This is an optimization exercise on Yosys and OpenROAD, whose aim is small area and a short achievable clock period, not a production implementation.
Only simulation tests tie the RTL to the original design; equivalence was not proved.

job 9793:
==> flow/design.v <==
package tcdm_pkg;
  localparam int unsigned DataWidth = 32;
  localparam int unsigned BeWidth   = DataWidth / 8;
  localparam int unsigned AddrWidth = 32;
  localparam int unsigned AtopWidth = 6;
endpackage
`timescale 1ns/100ps
module tcdm_req_xbar #(
  parameter int unsigned NumCores = 4,
  parameter int unsigned NumBanks = 8
) (
  input  logic                                clk_i,
  input  logic                                rst_ni,
  input  logic [NumCores-1:0]                 core_req_i,
  input  logic [NumCores-1:0][NumBanks-1:0]   core_bank_oh_i,
  input  logic [NumBanks-1:0]                 bank_busy_i,
  output logic [NumBanks-1:0]                 bank_hit_o,
  output logic [NumBanks-1:0][NumCores-1:0]   bank_gnt_o
);
  localparam int unsigned CoreIdxWidth = (NumCores > 1) ? $clog2(NumCores) : 1;
  for (genvar b = 0; b < NumBanks; b++) begin : gen_bank
    logic [NumCores-1:0]     hit;
    logic [NumCores-1:0]     win;
    logic [CoreIdxWidth-1:0] rr_q;
    logic [CoreIdxWidth-1:0] rr_d;
    always_comb begin
      for (int unsigned c = 0; c < NumCores; c++) begin
        hit[c] = core_req_i[c] && core_bank_oh_i[c][b];
      end
    end
    always_comb begin
      for (int unsigned c = 0; c < NumCores; c++) begin
        win[c] = hit[c];
        for (int unsigned o = 0; o < NumCores; o++) begin
          if (o != c) begin
            if (CoreIdxWidth'(o - rr_q) < CoreIdxWidth'(c - rr_q)) begin
              win[c] = win[c] && !hit[o];
            end
          end
        end
      end
    end
    assign bank_hit_o[b] = |hit;
    assign bank_gnt_o[b] = bank_busy_i[b] ? '0 : win;
    always_comb begin
      rr_d = '0;
      for (int unsigned c = 0; c < NumCores; c++) begin
        if (win[c]) rr_d = rr_d | CoreIdxWidth'(c + 1);
      end
    end
    always_ff @(posedge clk_i or negedge rst_ni) begin
      if (!rst_ni) begin
        rr_q <= '0;
      end else if (|hit && !bank_busy_i[b]) begin
        rr_q <= rr_d;
      end
    end
  end
endmodule
`timescale 1ns/100ps
module tcdm_amo_shim (
  input  logic                           clk_i,
  input  logic [tcdm_pkg::DataWidth-1:0] wdata_i,
  input  logic [tcdm_pkg::AtopWidth-1:0] atop_i,
  input  logic [tcdm_pkg::DataWidth-1:0] old_i,
  output logic [tcdm_pkg::DataWidth-1:0] result_o
);
  localparam int unsigned DW = tcdm_pkg::DataWidth;
  logic [3:0]    op_q;
  logic [DW-1:0] operand_q;
  always_ff @(posedge clk_i) begin
    op_q      <= {atop_i[4:2], atop_i[0]};
    operand_q <= wdata_i;
  end
  logic          minmax, sgn, pick_min, add;
  logic [2:0]    tt;
  logic [DW-1:0] a, b, sum;
  logic          cout, lt, pick_a;
  assign minmax   = op_q[3];
  assign sgn      = !op_q[2];
  assign pick_min = !op_q[1];
  assign add      = (op_q[3:1] == 3'b000) && !op_q[0];
  assign tt[0]    = !(op_q[2] && op_q[1]);
  assign tt[1]    = op_q[2] ^ op_q[1];
  assign tt[2]    = op_q[2] || !op_q[1];
  assign a = old_i;
  assign b = operand_q;
  assign {cout, sum} = {1'b0, a} + {1'b0, b ^ {DW{minmax}}} + {{DW{1'b0}}, minmax};
  assign lt     = (a[DW-1] ^ b[DW-1]) ? (sgn ? a[DW-1] : b[DW-1]) : !cout;
  assign pick_a = pick_min ? lt : !lt;
  logic [2:0] ft;
  assign ft[0] = minmax ? !pick_a : tt[0];
  assign ft[1] = minmax ?  pick_a : tt[1];
  assign ft[2] = minmax ?  1'b1   : tt[2];
  always_comb begin
    for (int unsigned i = 0; i < DW; i++) begin
      if (add) begin
        result_o[i] = sum[i];
      end else begin
        result_o[i] = (a[i] && b[i] && ft[2]) || (a[i] && !b[i] && ft[1]) ||
                      (!a[i] && b[i] && ft[0]);
      end
    end
  end
endmodule
`timescale 1ns/100ps
module tcdm_resp_router #(
  parameter int unsigned NumCores = 4,
  parameter int unsigned NumBanks = 8
) (
  input  logic                                         clk_i,
  input  logic                                         rst_ni,
  input  logic [NumCores-1:0][NumBanks-1:0]            core_bank_oh_i,
  input  logic [NumCores-1:0]                          core_gnt_i,
  input  logic [NumCores-1:0]                          core_amo_i,
  input  logic [NumBanks-1:0][tcdm_pkg::DataWidth-1:0] bank_rdata_i,
  output logic [NumCores-1:0]                          core_r_valid_o,
  output logic [NumCores-1:0][tcdm_pkg::DataWidth-1:0] core_r_rdata_o,
  output logic [NumBanks-1:0][NumCores-1:0]            bank_wb_o
);
  logic [NumCores-1:0]               valid_q;
  logic [NumCores-1:0]               amo_q;
  logic [NumCores-1:0][NumBanks-1:0] bank_q;
  always_ff @(posedge clk_i or negedge rst_ni) begin
    if (!rst_ni) begin
      valid_q <= '0;
      amo_q   <= '0;
    end else begin
      valid_q <= core_gnt_i;
      amo_q   <= core_gnt_i & core_amo_i;
    end
  end
  always_ff @(posedge clk_i) begin
    bank_q <= core_bank_oh_i;
  end
  assign core_r_valid_o = valid_q;
  always_comb begin
    for (int unsigned c = 0; c < NumCores; c++) begin
      core_r_rdata_o[c] = '0;
      for (int unsigned b = 0; b < NumBanks; b++) begin
        core_r_rdata_o[c] = core_r_rdata_o[c] | (bank_rdata_i[b] & {tcdm_pkg::DataWidth{bank_q[c][b]}});
        bank_wb_o[b][c]   = amo_q[c] && bank_q[c][b];
      end
    end
  end
endmodule
`timescale 1ns/100ps
module tcdm_interconnect #(
  parameter int unsigned NumCores     = 4,
  parameter int unsigned NumBanks     = 8,
  parameter int unsigned AddrMemWidth = 8
) (
  input  logic                                         clk_i,
  input  logic                                         rst_ni,
  input  logic [NumCores-1:0]                          core_req_i,
  input  logic [NumCores-1:0][tcdm_pkg::AddrWidth-1:0] core_add_i,
  input  logic [NumCores-1:0]                          core_we_i,
  input  logic [NumCores-1:0][tcdm_pkg::DataWidth-1:0] core_wdata_i,
  input  logic [NumCores-1:0][tcdm_pkg::BeWidth-1:0]   core_be_i,
  input  logic [NumCores-1:0][tcdm_pkg::AtopWidth-1:0] core_atop_i,
  output logic [NumCores-1:0]                          core_gnt_o,
  output logic [NumCores-1:0]                          core_r_valid_o,
  output logic [NumCores-1:0][tcdm_pkg::DataWidth-1:0] core_r_rdata_o,
  output logic [NumBanks-1:0]                          sram_req_o,
  output logic [NumBanks-1:0]                          sram_we_o,
  output logic [NumBanks-1:0][AddrMemWidth-1:0]        sram_add_o,
  output logic [NumBanks-1:0][tcdm_pkg::DataWidth-1:0] sram_wdata_o,
  output logic [NumBanks-1:0][tcdm_pkg::BeWidth-1:0]   sram_be_o,
  input  logic [NumBanks-1:0][tcdm_pkg::DataWidth-1:0] sram_rdata_i
);
  localparam int unsigned DW           = tcdm_pkg::DataWidth;
  localparam int unsigned BankSelWidth = $clog2(NumBanks);
  logic [NumCores-1:0][NumBanks-1:0]     core_bank_oh;
  logic [NumCores-1:0][AddrMemWidth-1:0] core_row;
  logic [NumCores-1:0][AddrMemWidth-1:0] row_q;
  logic [NumCores-1:0]                   core_amo;
  logic [NumCores-1:0][DW-1:0]           amo_result;
  logic [NumBanks-1:0]                   bank_hit;
  logic [NumBanks-1:0]                   bank_busy;
  logic [NumBanks-1:0][NumCores-1:0]     bank_gnt;
  logic [NumBanks-1:0][NumCores-1:0]     bank_wb;
  for (genvar c = 0; c < NumCores; c++) begin : gen_core
    assign core_bank_oh[c] = NumBanks'(1) << core_add_i[c][2 +: BankSelWidth];
    assign core_row[c]     = core_add_i[c][2 + BankSelWidth +: AddrMemWidth];
    assign core_amo[c]     = core_atop_i[c][5] && !(core_atop_i[c][4:2] == 3'b000 && core_atop_i[c][1]);
    tcdm_amo_shim i_amo_shim (
      .clk_i    ( clk_i                 ),
      .wdata_i  ( core_wdata_i[c]       ),
      .atop_i   ( core_atop_i[c]        ),
      .old_i    ( core_r_rdata_o[c]     ),
      .result_o ( amo_result[c]         )
    );
  end
  always_ff @(posedge clk_i) begin
    row_q <= core_row;
  end
  tcdm_req_xbar #(
    .NumCores ( NumCores ),
    .NumBanks ( NumBanks )
  ) i_req_xbar (
    .clk_i          ( clk_i        ),
    .rst_ni         ( rst_ni       ),
    .core_req_i     ( core_req_i   ),
    .core_bank_oh_i ( core_bank_oh ),
    .bank_busy_i    ( bank_busy    ),
    .bank_hit_o     ( bank_hit     ),
    .bank_gnt_o     ( bank_gnt     )
  );
  tcdm_resp_router #(
    .NumCores ( NumCores ),
    .NumBanks ( NumBanks )
  ) i_resp_router (
    .clk_i          ( clk_i          ),
    .rst_ni         ( rst_ni         ),
    .core_bank_oh_i ( core_bank_oh   ),
    .core_gnt_i     ( core_gnt_o     ),
    .core_amo_i     ( core_amo       ),
    .bank_rdata_i   ( sram_rdata_i   ),
    .core_r_valid_o ( core_r_valid_o ),
    .core_r_rdata_o ( core_r_rdata_o ),
    .bank_wb_o      ( bank_wb        )
  );
  always_comb begin
    core_gnt_o = '0;
    for (int unsigned b = 0; b < NumBanks; b++) begin
      core_gnt_o = core_gnt_o | bank_gnt[b];
    end
  end
  always_comb begin
    for (int unsigned b = 0; b < NumBanks; b++) begin
      bank_busy[b]    = |bank_wb[b];
      sram_req_o[b]   = bank_busy[b] || bank_hit[b];
      sram_we_o[b]    = bank_busy[b];
      sram_add_o[b]   = '0;
      sram_wdata_o[b] = '0;
      sram_be_o[b]    = {tcdm_pkg::BeWidth{bank_busy[b]}};
      for (int unsigned c = 0; c < NumCores; c++) begin
        if (bank_gnt[b][c]) begin
          sram_we_o[b]    = sram_we_o[b] | (core_we_i[c] && !core_amo[c]);
          sram_add_o[b]   = sram_add_o[b] | core_row[c];
          sram_wdata_o[b] = sram_wdata_o[b] | core_wdata_i[c];
          sram_be_o[b]    = sram_be_o[b] | core_be_i[c];
        end
        if (bank_wb[b][c]) begin
          sram_add_o[b]   = sram_add_o[b] | row_q[c];
          sram_wdata_o[b] = sram_wdata_o[b] | amo_result[c];
        end
      end
    end
  end
endmodule
export LEC_CHECK = 0
export CAP_MARGIN = 20
export CORE_MARGIN = 2
export CORE_UTILIZATION = 25
export PLACE_DENSITY = 0.3
export SETUP_SLACK_MARGIN = 1.0
export SLEW_MARGIN = 20
create_clock -name core_clock -period 9.0 [get_ports {clk_i}]
standard.sh (not shown) runs the stock make flow with config.mk's settings and CLKGATE_MAP_FILE= SYNTH_SCRIPT=/design/flow/synth_recipe.tcl, a recipe that flattens the netlist after the stock synthesis.
==> flow/flow/run.sh <==
#!/bin/bash
# Standard ORFS layout; the only change is the cell used to buffer the ports
# (the smallest plain buffer instead of the tool's default pick). Timing repair
# still resizes any port buffer that needs more drive.
set -euo pipefail
export BUFFER_PORTS_ARGS="-buffer_cell sky130_fd_sc_hd__buf_1"
bash standard.sh finish > standard_finish.log 2>&1
The inputs of job 2340 differ from those of job 9793 as listed below.
Settings: a change of PLACE_DENSITY from 0.3 to 0.35; a change of SETUP_SLACK_MARGIN from 1.0 to 0.6; a change of CORE_UTILIZATION from 25 to 30.
Results
Slowest cell on the critical path = sky130_fd_sc_hd__o221ai_2: job 2340; slowest cell on the critical path = sky130_fd_sc_hd__o211ai_1: job 9793. The final reports for job 2340 and job 9793 show period utilization higher in the former. On job 2340: hold slack is 0.0045 ns lower than what job 9793 gave. In the metrics for job 9793 and job 2340, the one carrying the higher cell count after placement is job 9793. Taking job 2340 as 1.0, job 9793 lands at 1.10 on largest net degree at the start of global routing. The first element of the critical path comes out sram_rdata_i[54] in one run and sram_rdata_i[4] in the other, namely in job 9793 and job 2340 respectively. After detailed routing, job 9793 needs more wire than job 2340. Looking at cell area after layout across job 9793 and job 2340, the one that comes out lower is job 2340. Between job 9793 and job 2340, critical path arrival is higher for job 2340, job 9793 comes in under that.
diff inputs: job 2340 => job 9436
Settings: CORE_UTILIZATION now 25, was 30; PLACE_DENSITY now 0.3, was 0.35.
## What came out
- Looking at routed wire length across both flows, job 9436 is the weaker of the two, with job 2340 ahead.
- Number of buffers added on ports: job 2340 vs job 9436 identical
- Diff job 2340 -> job 9436 | ratio of cells with drive above 1 in the final layout | increase of 0.29 points
- Final worst-path cycle share ends up higher on job 2340.

-- afterwards: timing with drivers on the ports --
Ports are ideal in the flow. The routed layouts listed here were re-timed in OpenROAD.
Step 1 assumes that a clkbuf_16 drives the clock port and a buf_2 every other input.
Step 2 times the ports against the registers' clock, not the clock port: input delays grow and output delays shrink by t, the midpoint of the rising clock arrivals with the driver on.
Three values: ideal ports, drivers, drivers and shift; two values: the first two.
run	t (ns)	setup slack, ns	clock arrival spread, ns
job 9793	0.744	0.681 / 0.589 / 0.618	0.089 / 0.089
job 2340	0.752	0.493 / 0.466 / 0.466	0.116 / 0.115
job 9436	0.746	0.567 / 0.486 / 0.486	0.088 / 0.088
After both steps setup and hold are still met in every run listed. For job 9436, which loses most, drivers alone change the setup slack by -0.081 ns; drivers and shift together by -0.081 ns.
